What follows belongs to an exercise in optimizing a design on an open flow for small area, a short achievable clock period and few clock cycles per item; a production flow would make more cautious choices. No run shown here included a check of the RTL's function; only the layout flow was run.

==> flow/design.v, too long to show whole: its modules and the start of the top module <==
// module barometer_pressure_compensation_unit: 1276 lines
module barometer_pressure_compensation_unit (
    input  wire logic        clk,
    input  wire logic        rst_n,
    input  wire logic        s_tvalid,
    output logic             s_tready,
    input  wire logic [23:0] s_tdata,
    output logic             m_tvalid,
    input  wire logic        m_tready,
    output logic [23:0]      m_tdata,
    output logic [0:0]       m_tuser,
    input  wire logic        cfg_we,
    input  wire logic [bpc_pkg::CFG_ADDR_BITS-1:0] cfg_addr,
    input  wire logic [bpc_pkg::COEF_BITS-1:0]     cfg_wdata
);
  // ...
==> flow/flow/run.sh <==
#!/bin/bash
# The standard layout, with one step added between synthesis and floorplan:
# polarity.py removes inverters around the full-adder cells of the synthesized
# netlist (a full adder complements both outputs when its three inputs are
# complemented, so each fa cell can take its inputs in whichever polarity needs
# fewer inverters), and gives each fa cell's latest-arriving input its carry
# input pin, the fastest of the three (the cell is symmetric in them). Registers, cells other than inverters and every other step
# are the standard flow's, except that the ports are buffered with buf_2 cells
# (BUFFER_PORTS_ARGS) rather than the slow delay-buffer cell the resizer picks.
set -euo pipefail
res=orfs/results/${FLOW_PLATFORM}/barometer_pressure_compensation_unit/base
bash standard.sh synth > standard_synth.log 2>&1
cp "$res/1_2_yosys.v" synth_netlist.v
python3 flow/polarity.py synth_netlist.v "$res/1_2_yosys.v" > polarity.log 2>&1
touch "$res/1_2_yosys.v"
bash standard.sh "BUFFER_PORTS_ARGS=-buffer_cell sky130_fd_sc_hd__buf_2" finish > standard_finish.log 2>&1
==> flow/flow/polarity.py <==
#!/usr/bin/env python3
"""Removes inverters around full-adder cells of a flat sky130 gate netlist.

A full adder is self-dual: complementing its three inputs complements both
outputs.  Each fa cell may therefore be "flipped" (inputs and outputs taken
in complemented form) without changing what the netlist computes.  The script
collapses the netlist's inverters, picks a flip for every fa cell by local
search so that as few signals as possible are needed in both polarities, and
writes the netlist back with one inverter per signal that still needs its
complement.  Flip-flops, ports and every other cell are left as they are.

usage: polarity.py IN.v OUT.v
"""
import re
import sys
import random

OUT_PINS = {"X", "Y", "Q", "Q_N", "SUM", "COUT", "HI", "LO", "GCLK"}
INV_RE = re.compile(r"^sky130_fd_sc_hd__(inv|clkinv)_\d+$")
FA_RE = re.compile(r"^sky130_fd_sc_hd__fa_\d+$")


def esc(net):
    """an escaped identifier ends at white space"""
    return net + " " if net.startswith("\\") else net


def parse(text):
    m = re.search(r"^\s*module\s+(\w+)\s*\((.*?)\);", text, re.S | re.M)
    ports = [p.strip() for p in m.group(2).split(",")]
    cell_re = re.compile(r"^  (sky130_fd_sc_hd__\w+)\s+(\S+)\s*\((.*?)\n  \);\n", re.S | re.M)
    cells = []
    spans = []
    for cm in cell_re.finditer(text):
        pins = {}
        for pm in re.finditer(r"\.(\w+)\(([^()]*)\)", cm.group(3)):
            pins[pm.group(1)] = pm.group(2).strip()
        cells.append([cm.group(1), cm.group(2), pins])
        spans.append((cm.start(), cm.end()))
    return ports, cells, spans


# rough delays (ns) for ordering the inputs of each full adder: its carry input
# is its fastest, so the latest-arriving signal goes there
FA_SUM = {"A": 0.53, "B": 0.50, "CIN": 0.48}
FA_COUT = {"A": 0.42, "B": 0.39, "CIN": 0.36}


def permute_fa_inputs(final, is_port):
    drv = {}
    for key, (typ, name, pins) in final.items():
        for p, n in pins.items():
            if p in OUT_PINS:
                drv[n] = key
    seq = lambda t: ("dfrtp" in t or "dfxtp" in t or "edfxtp" in t or "dfstp" in t
                     or "conb" in t or "dlx" in t)
    arr = {}
    state = {}

    def arrival(net):
        if net in arr:
            return arr[net]
        stack = [net]
        while stack:
            n = stack[-1]
            if n in arr:
                stack.pop()
                continue
            key = drv.get(n)
            if key is None:
                arr[n] = 1.7 if is_port(n) else 0.0
                stack.pop()
                continue
            typ, name, pins = final[key]
            if seq(typ):
                arr[n] = 0.45
                stack.pop()
                continue
            ins = [m for p, m in pins.items() if p not in OUT_PINS]
            todo = [m for m in ins if m not in arr]
            if todo:
                if state.get(n) == "visiting":
                    raise RuntimeError("combinational loop at " + n)
                state[n] = "visiting"
                stack.extend(todo)
                continue
            if FA_RE.match(typ):
                order = sorted((pins["A"], pins["B"], pins["CIN"]), key=lambda m: arr[m])
                a = dict(zip(("A", "B", "CIN"), order))
                pins.update(a)
                tsum = max(arr[a[p]] + FA_SUM[p] for p in a)
                tco = max(arr[a[p]] + FA_COUT[p] for p in a)
                arr[pins["SUM"]] = tsum
                arr[pins["COUT"]] = tco
            else:
                d = 0.06 if INV_RE.match(typ) else (0.3 if "__ha_" in typ else 0.2)
                t = max(arr[m] for m in ins) + d if ins else 0.0
                for p, m in pins.items():
                    if p in OUT_PINS:
                        arr[m] = t
            stack.pop()
        return arr[net]

    before = {k: (v[2]["A"], v[2]["B"], v[2]["CIN"]) for k, v in final.items() if FA_RE.match(v[0])}
    for key, (typ, name, pins) in final.items():
        for p, n in pins.items():
            if p in OUT_PINS:
                arrival(n)
    return sum(1 for k, v in before.items()
               if (final[k][2]["A"], final[k][2]["B"], final[k][2]["CIN"]) != v)


def main():
    src, dst = sys.argv[1], sys.argv[2]
    text = open(src).read()
    ports, cells, spans = parse(text)
    assert "assign" not in text, "netlist has assign statements"

    def is_port(net):
        base = net.lstrip("\\").split("[")[0].strip()
        return base in ports

    driver = {}            # net -> (cell index, pin)
    loads = {}             # net -> list of (cell index, pin)
    for i, (typ, name, pins) in enumerate(cells):
        for p, n in pins.items():
            if p in OUT_PINS:
                assert n not in driver, f"two drivers on {n}"
                driver[n] = (i, p)
            else:
                loads.setdefault(n, []).append((i, p))

    # inverters that may be collapsed: input driven by a cell, output feeding only cells
    inv = set()
    for i, (typ, name, pins) in enumerate(cells):
        if INV_RE.match(typ):
            a, y = pins["A"], pins["Y"]
            if a in driver and not is_port(a) and not is_port(y) and y in loads:
                inv.add(i)

    def root(net):
        pol = 0
        while net in driver and driver[net][0] in inv:
            net = cells[driver[net][0]][2]["A"]
            pol ^= 1
        return net, pol

    fa = [i for i, c in enumerate(cells) if FA_RE.match(c[0])]
    faidx = {i: k for k, i in enumerate(fa)}
    # requirements: for each root net, list of (fa index or -1, polarity)
    req = {}
    for i, (typ, name, pins) in enumerate(cells):
        if i in inv:
            continue
        for p, n in pins.items():
            if p in OUT_PINS:
                continue
            r, pol = root(n)
            req.setdefault(r, []).append((faidx.get(i, -1), pol, i, p))
    src_fa = {}
    for r in req:
        if r in driver and driver[r][0] in faidx:
            src_fa[r] = faidx[driver[r][0]]
    touch = [[] for _ in fa]
    for r, lst in req.items():
        ks = {k for k, _, _, _ in lst if k >= 0}
        if r in src_fa:
            ks.add(src_fa[r])
        for k in ks:
            touch[k].append(r)

    x = [0] * len(fa)

    def cost(r):
        sp = x[src_fa[r]] if r in src_fa else 0
        for k, pol, _, _ in req[r]:
            if (pol ^ (x[k] if k >= 0 else 0)) != sp:
                return 1
        return 0

    def total():
        return sum(cost(r) for r in req)

    start = total()
    best = list(x)
    best_cost = start
    rng = random.Random(1)
    for trial in range(8):
        if trial:
            x = [v if rng.random() < 0.8 else 1 - v for v in best]
        improved = True
        while improved:
            improved = False
            for k in range(len(fa)):
                rs = set(touch[k])
                before = sum(cost(r) for r in rs)
                x[k] ^= 1
                after = sum(cost(r) for r in rs)
                if after < before:
                    improved = True
                else:
                    x[k] ^= 1
        c = total()
        if c < best_cost:
            best, best_cost = list(x), c
    x = best

    # rewrite: drop collapsed inverters, add one inverter per root that needs it
    newpins = {}
    added = []
    decl = []
    for r, lst in req.items():
        sp = x[src_fa[r]] if r in src_fa else 0
        comp = None
        for k, pol, i, p in lst:
            need = pol ^ (x[k] if k >= 0 else 0)
            if need == sp:
                net = r
            else:
                if comp is None:
                    comp = f"polnet_{len(added)}"
                    added.append((r, comp))
                    decl.append(f"  wire {comp};\n")
                net = comp
            newpins.setdefault(i, {})[p] = net
    # final connections of every kept cell, and the added inverters
    final = {}
    for i, (typ, name, pins) in enumerate(cells):
        if i in inv:
            continue
        p2 = dict(pins)
        p2.update(newpins.get(i, {}))
        final[i] = [typ, name, p2]
    for j, (r, c) in enumerate(added):
        final[("pol", j)] = ["sky130_fd_sc_hd__inv_1", f"polinv_{j}", {"A": r, "Y": c}]
    permuted = permute_fa_inputs(final, is_port)
    out = []
    last = 0
    for i, (s, e) in enumerate(spans):
        out.append(text[last:s])
        last = e
        if i in inv:
            continue
        typ, name, pins = final[i]
        body = ",\n".join(f"    .{p}({esc(n)})" for p, n in pins.items())
        out.append(f"  {typ} {name} (\n{body}\n  );\n")
    tail = text[last:]
    body = "".join(out)
    ins = "".join(f"  sky130_fd_sc_hd__inv_1 polinv_{j} (\n    .A({esc(r)}),\n    .Y({c})\n  );\n"
                  for j, (r, c) in enumerate(added))
    tail = tail.replace("endmodule", ins + "endmodule", 1)
    # declare the new nets after the module's port list declarations
    k = body.find("  wire ")
    body = body[:k] + "".join(decl) + body[k:]
    open(dst, "w").write(body + tail)
    print(f"fa cells {len(fa)}, flipped {sum(x)}; inverters collapsed {len(inv)}, "
          f"signals needing a complement {start} -> {best_cost}, inverters written {len(added)}; "
          f"fa cells with inputs reordered {permuted}")


main()
==> flow/standard.sh <==
#!/bin/bash
# synth_recipe.tcl (not shown) runs the flow's synth.tcl, then flattens the netlist and writes it again
# the make line also repeats each setting of config.mk as NAME=value (left out here)
make -C /OpenROAD-flow-scripts/flow DESIGN_CONFIG=/design/flow/config.mk WORK_HOME=/design/flow/orfs CLKGATE_MAP_FILE= SYNTH_SCRIPT=/design/flow/synth_recipe.tcl "${@:-finish}"
==> flow/config.mk <==
export PLATFORM = sky130hd
export DESIGN_NAME = barometer_pressure_compensation_unit
export DESIGN_NICKNAME = barometer_pressure_compensation_unit
export VERILOG_FILES = /design/flow/design.v
export SDC_FILE = /design/flow/constraint.sdc
export NUM_CORES = 4
export LEC_CHECK = 0
export ABC_AREA = 1
export CAP_MARGIN = 20
export CORE_MARGIN = 2
export CORE_UTILIZATION = 40
export SETUP_SLACK_MARGIN = 2.5
export SLEW_MARGIN = 20
==> flow/constraint.sdc <==
create_clock -name core_clock -period 7.5 [get_ports {clk}]
set_input_delay 1.5000 -clock core_clock [delete_from_list [all_inputs] [get_ports {clk}]]
set_output_delay 1.5000 -clock core_clock [all_outputs]
set_load 0.01 [all_outputs]
==> run summary, run 1 <==
Top Usage Layer GRT=met2; Die Ht=~280 µm; crit-path leading delay family=simple AND/OR/NAND/NOR gates; initial antenna violation count=0; clk buf depth=3; antenna viol nets, final=0; dpl ws=between 1.5 and 2 ns; CP endpoint=c4_reg; Syn Area/Cell=roughly 9.9 µm²; total grt overflow=0; slowest stage cell, crit path=fa_1; M1 WL=roughly 34 mm; Final Setup Violations=0; area of the mapped netlist=30100 µm²; DIE WIDTH=278 µm; fmax=204 MHz; pins over their slew limit=0; WP depth=29; ClkCell Share=a little over 4%; multi-input gates=about 2100; synth warn=1; M1 GR Usage=between 20 and 30%; drt pass-1 iters=5; worst-path maximum fanout=5; DIE AREA=77400 µm²; Worst Hold Path Cells=0; status=complete, no violations; placed cell area=around 31000 µm²; Worst Hold Endpoint=temp4_reg[7]
==> run 2, diff against run 1 <==
==> flow/flow/run.sh (replaced) <==
#!/bin/bash
# The standard layout, with one step added between synthesis and floorplan.
# polarity.py rewrites the synthesized netlist without changing its function:
#  - a full adder complements both outputs when its three inputs are
#    complemented, so each fa cell takes its inputs in whichever polarity needs
#    fewer inverters; a half adder whose inputs are both wanted complemented
#    is rebuilt as an xor2 and a nor2 of those complements;
#  - each fa cell's latest-arriving input goes to its carry-input pin, the
#    fastest of the three (the cell is symmetric in them).
# Registers and every other step are the standard flow's, except that the
# ports are buffered with buf_2 cells (BUFFER_PORTS_ARGS) rather than the slow
# delay-buffer cell the resizer picks. Each tool's output is logged here.
set -euo pipefail
res=orfs/results/${FLOW_PLATFORM}/barometer_pressure_compensation_unit/base
bash standard.sh synth > standard_synth.log 2>&1
cp "$res/1_2_yosys.v" synth_netlist.v
python3 flow/polarity.py synth_netlist.v "$res/1_2_yosys.v" > polarity.log 2>&1
touch "$res/1_2_yosys.v"
bash standard.sh "BUFFER_PORTS_ARGS=-buffer_cell sky130_fd_sc_hd__buf_2" finish > standard_finish.log 2>&1
--- a/flow/flow/polarity.py
+++ b/flow/flow/polarity.py
@@ -7,7 +7,11 @@
 collapses the netlist's inverters, picks a flip for every fa cell by local
 search so that as few signals as possible are needed in both polarities, and
 writes the netlist back with one inverter per signal that still needs its
-complement.  Flip-flops, ports and every other cell are left as they are.
+complement.  A half adder may likewise take both inputs complemented: it is then
+written as an xor2 (same sum) and a nor2 (same carry) of the complements.
+Last, each full adder's latest-arriving input (by rough delays) is moved to its
+carry-input pin, the fastest.  Flip-flops, ports and every other cell are left
+as they are.
 
 usage: polarity.py IN.v OUT.v
 """
@@ -18,6 +22,7 @@
 OUT_PINS = {"X", "Y", "Q", "Q_N", "SUM", "COUT", "HI", "LO", "GCLK"}
 INV_RE = re.compile(r"^sky130_fd_sc_hd__(inv|clkinv)_\d+$")
 FA_RE = re.compile(r"^sky130_fd_sc_hd__fa_\d+$")
+HA_RE = re.compile(r"^sky130_fd_sc_hd__ha_\d+$")
 
 
 def esc(net):
@@ -145,7 +150,9 @@
             pol ^= 1
         return net, pol
 
-    fa = [i for i, c in enumerate(cells) if FA_RE.match(c[0])]
+    # flippable cells: a full adder flips its outputs with its inputs; a half
+    # adder fed complemented inputs is rebuilt as xor2 + nor2, outputs unchanged
+    fa = [i for i, c in enumerate(cells) if FA_RE.match(c[0]) or HA_RE.match(c[0])]
     faidx = {i: k for k, i in enumerate(fa)}
     # requirements: for each root net, list of (fa index or -1, polarity)
     req = {}
@@ -159,7 +166,7 @@
             req.setdefault(r, []).append((faidx.get(i, -1), pol, i, p))
     src_fa = {}
     for r in req:
-        if r in driver and driver[r][0] in faidx:
+        if r in driver and driver[r][0] in faidx and FA_RE.match(cells[driver[r][0]][0]):
             src_fa[r] = faidx[driver[r][0]]
     touch = [[] for _ in fa]
     for r, lst in req.items():
@@ -242,6 +249,16 @@
         if i in inv:
             continue
         typ, name, pins = final[i]
+        if HA_RE.match(typ) and x[faidx[i]]:
+            a, b = esc(pins["A"]), esc(pins["B"])
+            if "SUM" in pins:
+                out.append(f"  sky130_fd_sc_hd__xor2_1 {name} (\n    .A({a}),\n    .B({b}),\n"
+                           f"    .X({esc(pins['SUM'])})\n  );\n")
+            if "COUT" in pins:
+                nm = name + "_nor " if name.startswith("\\") else name + "_nor"
+                out.append(f"  sky130_fd_sc_hd__nor2_1 {nm} (\n    .A({a}),\n    .B({b}),\n"
+                           f"    .Y({esc(pins['COUT'])})\n  );\n")
+            continue
         body = ",\n".join(f"    .{p}({esc(n)})" for p, n in pins.items())
         out.append(f"  {typ} {name} (\n{body}\n  );\n")
     tail = text[last:]
@@ -253,7 +270,7 @@
     k = body.find("  wire ")
     body = body[:k] + "".join(decl) + body[k:]
     open(dst, "w").write(body + tail)
-    print(f"fa cells {len(fa)}, flipped {sum(x)}; inverters collapsed {len(inv)}, "
+    print(f"fa and ha cells {len(fa)}, flipped {sum(x)}; inverters collapsed {len(inv)}, "
           f"signals needing a complement {start} -> {best_cost}, inverters written {len(added)}; "
           f"fa cells with inputs reordered {permuted}")
 
--- a/flow/config.mk
+++ b/flow/config.mk
@@ -9,5 +9,7 @@
 export CAP_MARGIN = 20
 export CORE_MARGIN = 2
 export CORE_UTILIZATION = 40
+export CTS_BUF_LIST = sky130_fd_sc_hd__clkbuf_4
+export GPL_ROUTABILITY_DRIVEN = 0
 export SETUP_SLACK_MARGIN = 2.5
 export SLEW_MARGIN = 20
==> run summary, run 2 <==
Buffers on Ports=69 (unchanged); clk buf depth=3 (unchanged); most frequent cells in the layout=nand2_1, fa_1, inv_1 (was nand2_1, inv_1, fa_1); Synth Instances=3007 (was 3036); total grt overflow=0 (unchanged); total clock sinks=326 (unchanged); final instance area=33400 µm² (was 34200 µm²); CP Data Required Time=8.04 ns (was 7.91 ns); fin util=45.6% (was 45.9%); core area=73200 µm² (was 74400 µm²); root buffer cell=clkbuf_4 (was clkbuf_16); Initial Utilization=40.6% (was 40.4%); setup TNS=0 ns (unchanged); initial antenna violation count=2 (was 0); Area Growth Syn to Fin=12.4% (was 13.8%); area of the mapped netlist=29700 µm² (was 30100 µm²); antenna viol nets, final=0 (unchanged); Rel. slew slack=37.1% (was 36.0%); status=complete, no violations (unchanged); net count reported at finish=3730 (was 3785); DIE AREA=76500 µm² (was 77400 µm²); drt drc=0 (unchanged); Syn Area/Cell=9.88 µm² (was 9.90 µm²); row cnt=99 (was 100); first-pass GRT wire length=120 mm (was 125 mm); MaxCap Viol Count=0 (unchanged); Final Setup Violations=0 (unchanged); largest net degree at the start of global routing=96 (was 94); CTS clock-pin slew for the worst setup and hold paths=0.08 ns (was 0.06 ns); layout cell share with drive strength beyond 1=13.1% (was 11.7%); fmax=205 MHz (was 204 MHz); placed cell area=31100 µm² (was 31400 µm²); critical path class=reg -> reg (unchanged); HP Class=reg -> reg (unchanged); Setup crit end kind=register (unchanged); post-DR vias/cell=5.31 (was 5.27); via count=22200 (was 21800); Die Ht=277 µm (was 278 µm); CTS Buf Count=90 (was 40); syn nets=3595 (was 3686); hpwl dp=58.0 mm (was 61.6 mm); drt pass-1 iters=9 (was 5); Starting DRT DRC Count=1849 (was 1643); synth warn=1 (unchanged); pins over their slew limit=0 (unchanged); number of global-route vias before repair=22400 (was 22500); gr usage total=19.9% (was 20.6%); Period minus WS final=4.88 ns (was 4.91 ns); boundary pin count=74 (unchanged); Clock Latency Late Sink=0.89 ns (was 0.57 ns); Total Wirelength=76.2 mm (was 78.8 mm); worst-path maximum fanout=17 (was 5); DIE WIDTH=277 µm (was 278 µm); Tightest Pin Transition=0.943 ns (was 0.960 ns); crit path launch type=register (unchanged); fin crit share=65.1% (was 65.5%); final hold viol count=0 (unchanged); htree depth=3 (was 2); WL/cell=18.2 µm (was 19.1 µm); FILL cells=6958 (was 6961); Worst Skew=0.0968 ns (was 0.0278 ns); critical path arrival=5.43 ns (was 5.32 ns); CTS tree=done (unchanged); commonest non-fill, non-tap cell in the layout=nand2_1 (unchanged); RSZ-0062 raised after global routing=yes (unchanged)
==> run 2: area by class of cell <==
type | instances | area [µm²] | area share (%)
well taps | 959 | 1200 | 3.59
flip-flops and latches | 326 | 9760 | 29.2
multi-input cells | 2179 | 18600 | 55.8
repair buffers | 129 | 901 | 2.70
inverters | 415 | 1580 | 4.73
clock inverters | 42 | 345 | 1.03
diodes | 1 | 2.50 | 0.00749
clock buffers | 127 | 953 | 2.86
repair inverters | 1 | 5.00 | 0.0150
==> run 2: timing repair <==
action                                  CTS  global route
gates cloned                              0             1
buffers inserted                         13            33
pin swaps                                 2            11
hold buffers                              0             0
resized for setup                        35           113
endpoints found under the setup margin   50            41
==> run 2: path summary, 6_finish.rpt <==
| path | startpoint | to | slack (ns) | cells after the start |
|---|---|---|---|---|
| setup reg to reg | ok_reg[2] | y2_reg[26] | 2.62 | 20 |
| setup / recovery | ok_reg[2] | y2_reg[26] | 2.62 | 20 |
| hold / removal | p1_reg[9] | p2_reg[9] | 0.38 | 0 |
| min in group asynchronous | rst_n | ok_reg[1] | 0.50 | 1 |
| hold reg to reg | p1_reg[9] | p2_reg[9] | 0.38 | 0 |
| max in group asynchronous | rst_n | ok_reg[3] | 6.67 | 1 |
==> run 2: stage by stage <==
stage | instances | worst slack [ns] | hold WS [ns]
final | 4179 | 2.62 | 0.376
after global routing | 4179 | 2.41 | 0.406
after CTS | 4144 | 2.38 | 0.363
after detailed placement | 3962 | 2.00 | 0.405
after global placement | 3962 | 2.06 | 0.401
after floorplan | 3007 | 2.64 | 0.400
==> run 2: layer usage <==
metal / wire [µm] / up-vias / GRT usage, %
met2: 36600 / 941 / 33.7
met4: 3330 / 2 / 8.90
met5: 19 / - / 0
met3: 5490 / 220 / 3.63
li1: - / 10400 / -
met1: 30800 / 10700 / 24.8
==> run 2: critical path, cell delays in order, from the launching register on <==
cell      delay (ns)
dfrtp_4         0.54
buf_8           0.19
nand2_8         0.14
inv_1           0.11
a221oi_2        0.33
fa_1            0.51
fa_1            0.40
fa_1            0.46
fa_1            0.59
inv_1           0.10
nand2_1         0.16
o22ai_1         0.12
a21oi_1         0.16
nand3_2         0.12
nand3_1         0.08
nand2_1         0.06
nand2_1         0.06
inv_1           0.05
o21ai_0         0.14
nand2_1         0.08
xor2_1          0.15

-- separate check: timing with driven ports --
The results above use ideal ports. As a check the final layouts listed here were re-extracted and re-timed, cells and wires unchanged. Step 1: set_driving_cell puts a clkbuf_16 on clk and a buf_2 on each other input, an assumption about the parent block. Step 2, shift: input delay + t, output delay - t, t = (earliest + latest rising clock arrival at the registers) / 2. This alone moves slack from input paths to output paths. a / b / c = ideal ports / drivers / drivers and shift; a / b = the first two.
run | t (ns) | setup slack, ns | clock arrival spread, ns | slew at the worst register clock pin (ns)
run 1 | 0.614 | 2.589 / 2.589 / 2.589 | 0.030 / 0.030 | 0.06 / 0.06
run 2 | 0.896 | 2.616 / 2.616 / 2.616 | 0.097 / 0.097 | 0.08 / 0.08
After both steps setup and hold are still met in every run listed.
